What follows belongs to an exercise in optimizing a design on an open flow for small area; a production flow would make more cautious choices. Function was checked by simulation only, so behaviour that the tests miss may differ from the original. Power and IR drop assume default switching activity.

===== design/flow/config.mk =====
export PLATFORM = sky130hd
export DESIGN_NAME = vfu_top
export DESIGN_NICKNAME = vfu_top
export VERILOG_FILES = /design/flow/design.v
export SDC_FILE = /design/flow/constraint.sdc
export NUM_CORES = 8
export LEC_CHECK = 0
export CAP_MARGIN = 20
export CORE_AREA = 5 5 555 555
export DIE_AREA = 0 0 560 560
export SLEW_MARGIN = 20

===== design/flow/constraint.sdc =====
create_clock -name core_clock -period 6.0 [get_ports {clk}]
set_input_delay 1.2000 -clock core_clock [delete_from_list [all_inputs] [get_ports {clk}]]
set_output_delay 1.2000 -clock core_clock [all_outputs]
set_load 0.01 [all_outputs]

===== design/flow/run.sh =====
#!/bin/bash
# synth_recipe.tcl (not shown) runs the flow's synth.tcl, then flattens the netlist and writes it again
# the make line also repeats each setting of config.mk as NAME=value (left out here)
make -C /OpenROAD-flow-scripts/flow DESIGN_CONFIG=/design/flow/config.mk WORK_HOME=/design/flow/orfs CLKGATE_MAP_FILE= SYNTH_SCRIPT=/design/flow/synth_recipe.tcl finish

===== design/flow/design.v =====
`default_nettype none
module vfu_ctrl
(
    input  logic       clk,
    input  logic       rst_n,
    input  logic       en,
    input  logic [4:0] opcode,
    input  logic [2:0] funct,
    output logic [3:0] ctrl_sel,
    output logic [1:0] ctrl_perm,
    output logic       ctrl_bcast,
    output logic       ctrl_load,
    output logic       out_valid
);
    logic [3:0] sel;
    logic [1:0] perm;
    always_comb begin
        sel  = 4'd9;
        perm = 2'd2;
        case (opcode)
            5'd0:   sel = 4'd0;
            5'd1:   sel = 4'd1;
            5'd2:    sel = 4'd2;
            5'd3:    sel = 4'd3;
            5'd4:    sel = 4'd4;
            5'd5:  sel = 4'd5;
            5'd6: sel = 4'd6;
            5'd7: sel = 4'd7;
            5'd8: begin
                case (funct)
                    3'd0: begin
                        sel  = 4'd8;
                        perm = 2'd0;
                    end
                    3'd1: begin
                        sel  = 4'd8;
                        perm = 2'd1;
                    end
                    default: sel = 4'd9;
                endcase
            end
            default: sel = 4'd9;
        endcase
    end
    assign ctrl_sel   = sel;
    assign ctrl_perm  = perm;
    assign ctrl_bcast = (funct == 3'd5) && (sel != 4'd8) && (sel != 4'd9);
    assign ctrl_load  = en;
    always_ff @(posedge clk or negedge rst_n) begin
        if (!rst_n) begin
            out_valid <= 1'b0;
        end else begin
            out_valid <= en;
        end
    end
endmodule
`default_nettype wire
`default_nettype none
module vfu_permute
(
    input  logic [16*32-1:0] vec_a,
    input  logic [1:0]               perm,
    output logic [16*32-1:0] perm_vec
);
    logic [31:0] skew  [9];
    logic [31:0] trans [9];
    logic [31:0] a     [16];
    for (genvar i = 0; i < 16; i++) begin : g_split
        assign a[i] = vec_a[32*i +: 32];
    end
    assign skew[0] = '0;
    assign skew[1] = a[2];
    assign skew[2] = {~a[1][31], a[1][30:0]};
    assign skew[3] = {~a[2][31], a[2][30:0]};
    assign skew[4] = '0;
    assign skew[5] = a[0];
    assign skew[6] = a[1];
    assign skew[7] = {~a[0][31], a[0][30:0]};
    assign skew[8] = '0;
    for (genvar i = 0; i < 3; i++) begin : g_row
        for (genvar j = 0; j < 3; j++) begin : g_col
            assign trans[3*i+j] = a[3*j+i];
        end
    end
    always_comb begin
        perm_vec = '0;
        case (perm)
            2'd0: begin
                for (int k = 0; k < 9; k++) perm_vec[32*k +: 32] = skew[k];
            end
            2'd1: begin
                for (int k = 0; k < 9; k++) perm_vec[32*k +: 32] = trans[k];
            end
            default: perm_vec = '0;
        endcase
    end
endmodule
`default_nettype wire
`default_nettype none
module vfu_lane
(
    input  logic        clk,
    input  logic        rst_n,
    input  logic [3:0]  ctrl_sel,
    input  logic        ctrl_load,
    input  logic [31:0] a,
    input  logic [31:0] b,
    input  logic [31:0] perm_word,
    output logic [31:0] result
);
    logic        a_nan;
    logic        b_nan;
    logic        unordered;
    logic        both_zero;
    logic        mag_lt;
    logic        mag_gt;
    logic        aeqb;
    logic        altb;
    logic [31:0] min_w;
    logic [31:0] max_w;
    logic [31:0] sgnj;
    logic [31:0] sgnjn;
    logic [31:0] sgnjx;
    logic [31:0] sel_w;
    assign a_nan     = (a[30:23] == 8'hff) && (a[22:0] != '0);
    assign b_nan     = (b[30:23] == 8'hff) && (b[22:0] != '0);
    assign unordered = a_nan | b_nan;
    assign both_zero = (a[30:0] == '0) && (b[30:0] == '0);
    assign mag_lt = a[30:0] < b[30:0];
    assign mag_gt = a[30:0] > b[30:0];
    assign aeqb = !unordered && ((a == b) || both_zero);
    always_comb begin
        altb = 1'b0;
        if (!unordered && !both_zero) begin
            if (a[31] != b[31]) begin
                altb = a[31];
            end else if (a[31]) begin
                altb = mag_gt;
            end else begin
                altb = mag_lt;
            end
        end
    end
    always_comb begin
        if (a_nan && b_nan) begin
            min_w = 32'h7fc0_0000;
            max_w = 32'h7fc0_0000;
        end else if (a_nan) begin
            min_w = b;
            max_w = b;
        end else if (b_nan) begin
            min_w = a;
            max_w = a;
        end else if (both_zero && (a[31] != b[31])) begin
            min_w = {1'b1, 31'b0};
            max_w = '0;
        end else begin
            min_w = (altb || aeqb) ? a : b;
            max_w = altb ? b : a;
        end
    end
    assign sgnj  = {b[31], a[30:0]};
    assign sgnjn = {~b[31], a[30:0]};
    assign sgnjx = {a[31] ^ b[31], a[30:0]};
    always_comb begin
        case (ctrl_sel)
            4'd0:   sel_w = min_w;
            4'd1:   sel_w = max_w;
            4'd2:    sel_w = {31'b0, aeqb};
            4'd3:    sel_w = {31'b0, altb};
            4'd4:    sel_w = {31'b0, aeqb | altb};
            4'd5:  sel_w = sgnj;
            4'd6: sel_w = sgnjn;
            4'd7: sel_w = sgnjx;
            4'd8:  sel_w = perm_word;
            default:    sel_w = '0;
        endcase
    end
    always_ff @(posedge clk or negedge rst_n) begin
        if (!rst_n) begin
            result <= '0;
        end else if (ctrl_load) begin
            result <= sel_w;
        end
    end
endmodule
`default_nettype wire
`default_nettype none
module vfu_top
(
    input  logic                     clk,
    input  logic                     rst_n,
    input  logic                     en,
    input  logic [16*32-1:0] vec_a,
    input  logic [16*32-1:0] vec_b,
    input  logic [4:0]               opcode,
    input  logic [2:0]               funct,
    output logic [16*32-1:0] vec_out,
    output logic                     out_valid
);
    logic [3:0]               ctrl_sel;
    logic [1:0]               ctrl_perm;
    logic                     ctrl_bcast;
    logic                     ctrl_load;
    logic [16*32-1:0] perm_vec;
    vfu_ctrl u_ctrl (
        .clk        (clk),
        .rst_n      (rst_n),
        .en         (en),
        .opcode     (opcode),
        .funct      (funct),
        .ctrl_sel   (ctrl_sel),
        .ctrl_perm  (ctrl_perm),
        .ctrl_bcast (ctrl_bcast),
        .ctrl_load  (ctrl_load),
        .out_valid  (out_valid)
    );
    vfu_permute u_perm (
        .vec_a    (vec_a),
        .perm     (ctrl_perm),
        .perm_vec (perm_vec)
    );
    for (genvar i = 0; i < 16; i++) begin : g_lane
        vfu_lane u_lane (
            .clk       (clk),
            .rst_n     (rst_n),
            .ctrl_sel  (ctrl_sel),
            .ctrl_load (ctrl_load),
            .a         (ctrl_bcast ? vec_a[31:0] : vec_a[32*i +: 32]),
            .b         (vec_b[32*i +: 32]),
            .perm_word (perm_vec[32*i +: 32]),
            .result    (vec_out[32*i +: 32])
        );
    end
endmodule
`default_nettype wire

==> qor.yml <==
yosys:
  synthFlopType: "dfrtp_1"
  synth_top_area_share_pct: 21.9
  syn_avg_cell_area_um2: 7.46
  synth_cell_type_count: 97
  syn_nets: 9380
  synth_edf_count: 0
  syn-cell-area_um2: 58600
  yosys.area.top_type: "dfrtp_1"
  synthCells: 7848
  async_reset_ff_share_pct: 100
  yosysWarnings: 6
  synth_seq_area_share_pct: 21.9
  synthTopCellsByArea: "dfrtp_1 (22%), ha_1 (11%), a21oi_1 (6.2%), inv_1 (5.3%), o21ai_0 (5.3%)"
  ys_ff_latch: 513
critical_path:
  cp-start-kind: "input pin"
  r2r_end: "g_lane[1].u_lane.result[0]"
  worst_path_most_repeated_cell: "buf_4"
  end_kind: "flip-flop"
  path_depth: 22
  timing.rr.start: "g_lane[1].u_lane.result[0]"
  critPathMaxFanout: 29
  reg2reg_depth: 6
  worstSetupPathType: "input pin to flip-flop"
  crit_chain: "clkdlybuf4s50_1, nor4b_4, buf_12, nand2_4, buf_4, buf_12, a21oi_1, buf_4, inv_1, ha_1, nand4_1, nor3_1, a211oi_1, nor3b_1, buf_4, o221ai_1, and4b_1, a2bb2oi_1, buf_4, o31ai_1, a22oi_1, o31ai_1"
  slowest_delay_ns: 0.63
  regToRegSetupSlack_ns: 4.01
  cp_slowest_cell: "o31ai_1"
  arrival_ns: 6.50
  endpoint: "g_lane[10].u_lane.result[24]"
  critPathRequiredTime_ns: 6.74
  path_buf_inv: 8
  critPathLaunch: "funct[1]"
  critPathTopFamily: "buffers and inverters"
timing:
  finalCritPeriodShare_pct: 96.0
  tightest_slew_ns: 1.18
  finalMaxSlewViolations: 0
  timing.slew.headroom_pct: 21.2
  setup_ws_ns: 0.240
  finalSetupViolCount: 0
  fin_crit_ns: 5.76
  grt_setup_unrepaired: "false"
  fin_worst_skew_ns: 0
  fin_setup_tns_ns: 0
  max_freq_mhz: 174
  hold_violations: 0
detailed_routing:
  antenna_left: 0
  wl_met3_um: 77400
  routed-wl-met2_um: 237000
  drtIter0Drc: 13700
  highest_layer: "met5"
  firstDrtPassIters: 13
  wl_met1_um: 220000
  drc: 0
  avgViaCountPerCell: 5.92
  vias: 85700
  wl_per_cell_um: 40.1
  drt_wl_total_um: 579000
cts:
  clk_pin_slew_ns: 0.06
  insertion_delay_ns: 0.81
  numCtsBuffers: 88
  clock_sinks: 513
  cts_tree: "yes"
  clockBufferDepth: 4
  postCtsSetupBuffers: 0
  root_buffer: "clkbuf_16"
  h-tree-depth: 3
placement:
  preCtsSetupSlack_ns: -0.630
  portBuffers: 1547
  gp_congestion: 1.04
  place_area_um2: 89400
  hpwl_um: 474000
finish:
  fillCellCount: 32300
  fin_nets: 11800
  multiInputGateArea_um2: 40600
  drive_gt1_share_pct: 16.7
  areaGrowthSynthToFinish_pct: 58.3
  stdcell_area_um2: 92700
  seqCellArea_um2: 12800
global_routing:
  grt_pass1_vias: 79400
  grt_first_pass_wirelength_um: 755000
  grt_max_degree: 101
  antenna_found_initial: 251
  grt-ovfl-total: 0
  grt_usage_pct: 34.9
worst_hold_path:
  min_path_type: "input pin to async pin"
outcome:
  status: "timing/DRC/antenna clean"
power:
  p_total_mw: 14.1
  power_density_nw_per_um2: 152
  p_leak_nw: 40.5
  ir_drop_uv: 204
floorplanning:
  fp.dieH_um: 560
  die_x_um: 560
  die-area_um2: 314000
  ios: 1548
  core_um2: 302000
  initial_core_util_pct: 19.4
  num_rows: 202
run:
  drv_cap: 0
worst min-delay path by stage:
stage / startpoint / endpoint
after floorplan: g_lane[0].u_lane.result[26] / g_lane[0].u_lane.result[26]
after global placement: g_lane[0].u_lane.result[26] / g_lane[0].u_lane.result[26]
after detailed placement: g_lane[15].u_lane.result[18] / g_lane[15].u_lane.result[18]
after CTS: rst_n / g_lane[7].u_lane.result[27]
after global routing: rst_n / g_lane[4].u_lane.result[2]
final: rst_n / g_lane[4].u_lane.result[2]
report_power, final:
group / switching (mW) / leakage (nW) / internal [mW]
clock: 2.39 / 1.39 / 3.25
combinational: 2.79 / 32.0 / 2.06
sequential: 0.0849 / 7.09 / 3.54
placed cells by master, fill, tap and decap left out, drive strengths merged, types with 200 or more instances in the layout:
cell / count
clkdlybuf4s50: 1542
buf: 1425
inv: 827
a21oi: 722
o21ai: 622
nand2: 523
dfrtp: 513
ha: 497
nor2: 405
a21o: 325
nor4: 234
a222oi: 202
a22oi: 200
metrics by stage:
stage / instances / hold slack (ns) / utilization (%)
6_report: 14500 / 0.427 / 30.7
5_1_grt: 14400 / 0.430 / 30.6
4_1_cts: 14300 / 0.400 / 30.6
3_5_place_dp: 14200 / 0.478 / 29.6
3_3_place_gp: 14200 / 0.476 / 29.6
2_1_floorplan: 7848 / 0.521 / -
cell type report:
cell class	instances	share of cell area, %
multi-input combinational	5885	43.8
timing repair buffer	2967	30.1
sequential	513	13.9
tap	3978	5.37
inverter	826	3.35
clock buffer	120	2.67
clock inverter	28	0.446
antenna	150	0.405
cells in the mapped netlist, types with 94 or more instances:
cell type and count:
dfrtp_1 513, nor4_1 232, nor2b_1 114, clkbuf_1 521
a22o_1 94, a221o_1 162, a221oi_1 136, a21oi_1 720
nand3_1 136, nand4_1 180, a222oi_1 202, ha_1 497
o21ai_0 616, nor2_1 404, nor3_1 144, a21o_1 325
nand2_1 523, inv_1 824, a22oi_1 200
layer usage:
metal	vias up	track usage, %
met5	-	0
met1	42000	42.4
met4	122	22.4
met2	6724	50.6
li1	35400	-
met3	1435	14.3
sequential cells by signal, indices dropped and copies added, names as in the netlist:
name,count
g_lane.u_lane.result,512
u_ctrl.out_valid,1
worst reg2reg max path, cell delays in order, from the launching register on:
cell and delay (ns):
dfrtp_1 0.50, a222oi_1 0.36, o21ai_0 0.15, a211oi_1 0.32
o311ai_0 0.19, a221oi_1 0.25, a21oi_1 0.10
timing repair:
| action | in CTS | in global routing |
|---|---|---|
| setup endpoints to repair | 0 | 28 |
| hold buffers | 0 | 0 |
| resized for setup | 0 | 2 |
kinds of logic (layout without fill, tap and decap cells):
family | Yosys count | in the layout | share of synthesized area [%]
other cells | 0 | 150 | 0
flops | 513 | 513 | 21.9
simple gates | 2022 | 2022 | 17.4
mux | 13 | 13 | 0.229
fa+ha+maj | 498 | 498 | 10.6
buf+inv | 1450 | 3941 | 9.44
xor+xnor | 15 | 15 | 0.224
compound gates | 3337 | 3337 | 40.1

-- re-timing with driven ports --
No port has a modelled driver above. Below, the same layout with a new extraction and two added sets of constraints. Step 1, drivers: a clkbuf_16 drives clk and a buf_2 each remaining input, both assumed. Step 2 times the ports against the registers' clock, not the clock port: input delays grow and output delays shrink by t, the midpoint of the rising clock arrivals with the driver on. a / b / c = no drivers / after step 1 / after step 2; a / b = the first two.
t (ns): 0.928
setup WS [ns]: 0.240 / 0.298 / -0.630
slew at the worst register clock pin (ns): 0.07 / 0.07
Met with ideal ports but missed after step 2: setup timing in this run. The setup slack of this run moves by +0.058 ns with the drivers and by -0.870 ns with both steps.
